This is an optimization exercise on Yosys and OpenROAD, whose aim is small area, not a production implementation. The RTL was checked by simulation tests, not by an equivalence proof against the original design.

## v6
Design round_key_bank, start of the top module:
module round_key_bank #(
  parameter int unsigned WIDTH = 128,
  parameter int unsigned DEPTH = 10,
  parameter int unsigned BANKS = 2,
  localparam int unsigned AW = (DEPTH > 1) ? $clog2(DEPTH) : 1,
  localparam int unsigned BW = (BANKS > 1) ? $clog2(BANKS) : 1
) (
  input  logic             i_clk,
  input  logic             i_rst,
  input  logic             i_wr_start,
  input  logic [BW-1:0]    i_wr_bank,
  input  logic             i_wr_valid,
  input  logic [WIDTH-1:0] i_wr_data,
  output logic             o_wr_ready,
  input  logic             i_zeroize,
  input  logic             i_rd_en,
  input  logic [BW-1:0]    i_rd_bank,
  input  logic [AW-1:0]    i_rd_addr,
  output logic [WIDTH-1:0] o_rd_data,
  output logic             o_rd_valid,
  output logic             o_rd_err,
  output logic [BANKS-1:0] o_bank_ready,
  output logic             o_busy
);
  localparam int unsigned NENT = BANKS * DEPTH;
  localparam int unsigned CW   = (NENT > 1) ? $clog2(NENT) : 1;
  logic             r_load;
  logic             r_zero;
  logic [BW-1:0]    r_bank;
  logic [CW-1:0]    r_cnt;
  logic [BANKS-1:0] r_bank_ready;
  logic             r_rd_valid;
  logic             r_rd_err;
  logic [NENT-1:0]  r_rd_sel;
  logic [WIDTH-1:0] r_mem [BANKS][DEPTH];
  logic             w_beat;
  logic [WIDTH-1:0] w_wd;
  assign o_wr_ready   = r_load;
  assign o_busy       = r_load | r_zero;
  assign o_bank_ready = r_bank_ready;
  ...
==> module round_key_bank, before the edit <==
module round_key_bank #(
  parameter int unsigned WIDTH = 128,
  parameter int unsigned DEPTH = 10,
  parameter int unsigned BANKS = 2,
  localparam int unsigned AW = (DEPTH > 1) ? $clog2(DEPTH) : 1,
  localparam int unsigned BW = (BANKS > 1) ? $clog2(BANKS) : 1
) (
  input  logic             i_clk,
  input  logic             i_rst,
  input  logic             i_wr_start,
  input  logic [BW-1:0]    i_wr_bank,
  input  logic             i_wr_valid,
  input  logic [WIDTH-1:0] i_wr_data,
  output logic             o_wr_ready,
  input  logic             i_zeroize,
  input  logic             i_rd_en,
  input  logic [BW-1:0]    i_rd_bank,
  input  logic [AW-1:0]    i_rd_addr,
  output logic [WIDTH-1:0] o_rd_data,
  output logic             o_rd_valid,
  output logic             o_rd_err,
  output logic [BANKS-1:0] o_bank_ready,
  output logic             o_busy
);
  localparam int unsigned NENT = BANKS * DEPTH;
  localparam int unsigned CW   = (NENT > 1) ? $clog2(NENT) : 1;
  logic             r_load;
  logic             r_zero;
  logic [BW-1:0]    r_bank;
  logic [CW-1:0]    r_cnt;
  logic [BANKS-1:0] r_bank_ready;
  logic             r_rd_valid;
  logic             r_rd_err;
  logic [NENT-1:0]  r_rd_sel;
  logic [WIDTH-1:0] r_mem [BANKS][DEPTH];
  logic             w_beat;
  logic [WIDTH-1:0] w_wd;
  assign o_wr_ready   = r_load;
  assign o_busy       = r_load | r_zero;
  assign o_bank_ready = r_bank_ready;
  assign o_rd_valid   = r_rd_valid;
  assign o_rd_err     = r_rd_err;
  assign w_beat = r_load & i_wr_valid & ~i_zeroize;
  assign w_wd   = r_zero ? '0 : i_wr_data;
  always_ff @(posedge i_clk or posedge i_rst) begin
    if (i_rst) begin
      r_load       <= 1'b0;
      r_zero       <= 1'b0;
      r_bank       <= '0;
      r_cnt        <= '0;
      r_bank_ready <= '0;
    end else begin
      if (r_zero) begin
        if (r_cnt == CW'(NENT - 1)) begin
          r_cnt  <= '0;
          r_zero <= 1'b0;
        end else begin
          r_cnt <= r_cnt + CW'(1);
        end
      end else if (i_zeroize) begin
        r_zero       <= 1'b1;
        r_load       <= 1'b0;
        r_cnt        <= '0;
        r_bank_ready <= '0;
      end else if (r_load) begin
        if (i_wr_valid) begin
          if (r_cnt == CW'(DEPTH - 1)) begin
            r_cnt                <= '0;
            r_load               <= 1'b0;
            r_bank_ready[r_bank] <= 1'b1;
          end else begin
            r_cnt <= r_cnt + CW'(1);
          end
        end
      end else if (i_wr_start && (32'(i_wr_bank) < BANKS)) begin
        r_load                  <= 1'b1;
        r_bank                  <= i_wr_bank;
        r_cnt                   <= '0;
        r_bank_ready[i_wr_bank] <= 1'b0;
      end
    end
  end
  for (genvar b = 0; b < BANKS; b++) begin : g_bank
    logic w_shift;
    assign w_shift = r_zero | (w_beat & (r_bank == BW'(b)));
    always_ff @(posedge i_clk) begin
      if (w_shift) begin
        for (int k = 0; k < DEPTH - 1; k++) r_mem[b][k] <= r_mem[b][k+1];
        r_mem[b][DEPTH-1] <= w_wd;
      end
    end
  end
  always_ff @(posedge i_clk or posedge i_rst) begin
    if (i_rst) r_rd_valid <= 1'b0;
    else       r_rd_valid <= i_rd_en;
  end
  always_ff @(posedge i_clk) begin
    r_rd_err <= ~((32'(i_rd_bank) < BANKS) && (32'(i_rd_addr) < DEPTH) && r_bank_ready[i_rd_bank]);
    for (int b = 0; b < BANKS; b++)
      for (int k = 0; k < DEPTH; k++)
        r_rd_sel[b*DEPTH+k] <= r_bank_ready[b] && (32'(i_rd_bank) == b) && (32'(i_rd_addr) == k);
  end
  always_comb begin
    o_rd_data = '0;
    for (int b = 0; b < BANKS; b++)
      for (int k = 0; k < DEPTH; k++)
        o_rd_data = o_rd_data | ({WIDTH{r_rd_sel[b*DEPTH+k]}} & r_mem[b][k]);
  end
endmodule
Settings: LEC_CHECK=0, CAP_MARGIN=20, CORE_MARGIN=2, CORE_UTILIZATION=65, CTS_CLUSTER_DIAMETER=100, CTS_CLUSTER_SIZE=30, PLACE_DENSITY=0.8, SLEW_MARGIN=20; clock period 4.0 ns.
standard.sh (not shown) runs the stock make flow with config.mk's settings and CLKGATE_MAP_FILE= SYNTH_SCRIPT=/design/flow/synth_recipe.tcl, a recipe that flattens the netlist after the stock synthesis.
==> flow/flow/run.sh <==
#!/bin/bash
# Layout: the standard flow (standard.sh: standard synthesis, floorplan, power grid,
# placement, CTS, routing), with one change: the buffers that buffer_ports puts on every
# input and output port are sky130_fd_sc_hd__buf_1 instead of the default delay buffer.
# make's output goes to flow_make.log here; ORFS keeps each step's log under orfs/logs/.
set -euo pipefail
bash standard.sh "BUFFER_PORTS_ARGS=-buffer_cell sky130_fd_sc_hd__buf_1" finish > flow_make.log 2>&1
Setup changes, v6 to v7
==> flow/design.v <==
module round_key_bank #(
  parameter int unsigned WIDTH = 128,
  parameter int unsigned DEPTH = 10,
  parameter int unsigned BANKS = 2,
  localparam int unsigned AW = (DEPTH > 1) ? $clog2(DEPTH) : 1,
  localparam int unsigned BW = (BANKS > 1) ? $clog2(BANKS) : 1
) (
  input  logic             i_clk,
  input  logic             i_rst,
  input  logic             i_wr_start,
  input  logic [BW-1:0]    i_wr_bank,
  input  logic             i_wr_valid,
  input  logic [WIDTH-1:0] i_wr_data,
  output logic             o_wr_ready,
  input  logic             i_zeroize,
  input  logic             i_rd_en,
  input  logic [BW-1:0]    i_rd_bank,
  input  logic [AW-1:0]    i_rd_addr,
  output logic [WIDTH-1:0] o_rd_data,
  output logic             o_rd_valid,
  output logic             o_rd_err,
  output logic [BANKS-1:0] o_bank_ready,
  output logic             o_busy
);
  localparam int unsigned NENT = BANKS * DEPTH;
  localparam int unsigned CW   = (NENT > 1) ? $clog2(NENT) : 1;
  logic             r_load;
  logic             r_zero;
  logic [BW-1:0]    r_bank;
  logic [CW-1:0]    r_cnt;
  logic [BANKS-1:0] r_bank_ready;
  logic             r_rd_valid;
  logic             r_rd_err;
  logic [NENT-1:0]  r_rd_nsel;
  logic             r_rd_ph;
  logic [NENT-1:0]  w_rd_sel;
  logic [WIDTH:0]   r_mem [BANKS][DEPTH];
  logic             w_beat;
  logic             w_clr;
  logic [WIDTH:0]   w_wd;
  logic [WIDTH-1:0] w_word;
  assign o_wr_ready   = r_load;
  assign o_busy       = r_load | r_zero;
  assign o_bank_ready = r_bank_ready;
  assign o_rd_valid   = r_rd_valid;
  assign o_rd_err     = r_rd_err;
  assign w_beat = r_load & i_wr_valid & ~i_zeroize;
  assign w_clr  = r_zero;
  assign w_wd   = {1'b0, i_wr_data};
  always_ff @(posedge i_clk or posedge i_rst) begin
    if (i_rst) begin
      r_load       <= 1'b0;
      r_zero       <= 1'b0;
      r_bank       <= '0;
      r_cnt        <= '0;
      r_bank_ready <= '0;
    end else begin
      if (r_zero) begin
        if (r_cnt == CW'(NENT - 1)) begin
          r_cnt  <= '0;
          r_zero <= 1'b0;
        end else begin
          r_cnt <= r_cnt + CW'(1);
        end
      end else if (i_zeroize) begin
        r_zero       <= 1'b1;
        r_load       <= 1'b0;
        r_cnt        <= '0;
        r_bank_ready <= '0;
      end else if (r_load) begin
        if (i_wr_valid) begin
          if (r_cnt == CW'(DEPTH - 1)) begin
            r_cnt                <= '0;
            r_load               <= 1'b0;
            r_bank_ready[r_bank] <= 1'b1;
          end else begin
            r_cnt <= r_cnt + CW'(1);
          end
        end
      end else if (i_wr_start && (32'(i_wr_bank) < BANKS)) begin
        r_load                  <= 1'b1;
        r_bank                  <= i_wr_bank;
        r_cnt                   <= '0;
        r_bank_ready[i_wr_bank] <= 1'b0;
      end
    end
  end
  for (genvar b = 0; b < BANKS; b++) begin : g_bank
    logic w_load_b;
    logic w_sh;
    logic w_hd;
    assign w_load_b = w_beat & (r_bank == BW'(b));
    assign w_sh     = w_load_b | w_clr;
    assign w_hd     = ~w_load_b | w_clr;
    always_ff @(posedge i_clk) begin
      for (int k = 0; k < DEPTH - 1; k++)
        r_mem[b][k] <= ~((r_mem[b][k] | {(WIDTH+1){w_sh}}) & (r_mem[b][k+1] | {(WIDTH+1){w_hd}}));
      r_mem[b][DEPTH-1] <= ~((r_mem[b][DEPTH-1] | {(WIDTH+1){w_sh}}) & (w_wd | {(WIDTH+1){w_hd}}));
    end
  end
  always_ff @(posedge i_clk or posedge i_rst) begin
    if (i_rst) r_rd_valid <= 1'b0;
    else       r_rd_valid <= i_rd_en;
  end
  always_comb begin
    for (int b = 0; b < BANKS; b++)
      for (int k = 0; k < DEPTH; k++)
        w_rd_sel[b*DEPTH+k] = r_bank_ready[b] && (32'(i_rd_bank) == b) && (32'(i_rd_addr) == k);
  end
  always_ff @(posedge i_clk) begin
    r_rd_err <= ~((32'(i_rd_bank) < BANKS) && (32'(i_rd_addr) < DEPTH) && r_bank_ready[i_rd_bank]);
    r_rd_nsel <= ~w_rd_sel;
    r_rd_ph  <= 1'b1;
    for (int b = 0; b < BANKS; b++)
      for (int k = 0; k < DEPTH; k++)
        if (w_rd_sel[b*DEPTH+k]) r_rd_ph <= ~r_mem[b][k][WIDTH];
  end
  always_comb begin
    w_word = '1;
    for (int b = 0; b < BANKS; b++)
      for (int k = 0; k < DEPTH; k++)
        w_word = w_word & (r_mem[b][k][WIDTH-1:0] | {WIDTH{r_rd_nsel[b*DEPTH+k]}});
  end
  assign o_rd_data = w_word ^ {WIDTH{r_rd_ph}};
endmodule
==> results.txt <==
- Timing startpoint of the critical path = r_rd_nsel[17]$_DFF_P_: v7; timing startpoint of the critical path = r_rd_sel[18]$_DFF_P_: v6
- Setup slack of the critical path after layout, v7 and v6: larger value in v7
- v7 vs v6 — via count climbed by more than a quarter
- Number of synthesized register bits: v7 vs v6 up 21
- Delta (v7 minus v6): synthesized cell count increased by 77% relative to the old numbers, final cell area excluding filler cells went down 0.0087 mm2.
- Final period demand of the worst path (v7 over v6): decrease, 0.0050 ns

==> port drivers added, routing unchanged <==
No port has a modelled driver above. Below, the same layouts with a new extraction and two added sets of constraints.
Step 1 assumes that a clkbuf_16 drives the clock port and a buf_2 every other input.
Step 2 adds t to the input delays and takes it off the output delays; t is the mean of the earliest and latest rising clock arrival at the registers after step 1. Input paths then give back, and output paths get back, about the clock's delay inside the block.
Three values: ideal ports, drivers, drivers and shift; two values: the first two.
run | t, ns | setup WS [ns] | clock arrival spread, ns
v6 | 0.826 | 0.100 / 0.017 / 0.843 | 0.038 / 0.038
v7 | 0.829 | 0.105 / 0.025 / 0.854 | 0.051 / 0.050
After both steps setup and hold are still met in every run listed.
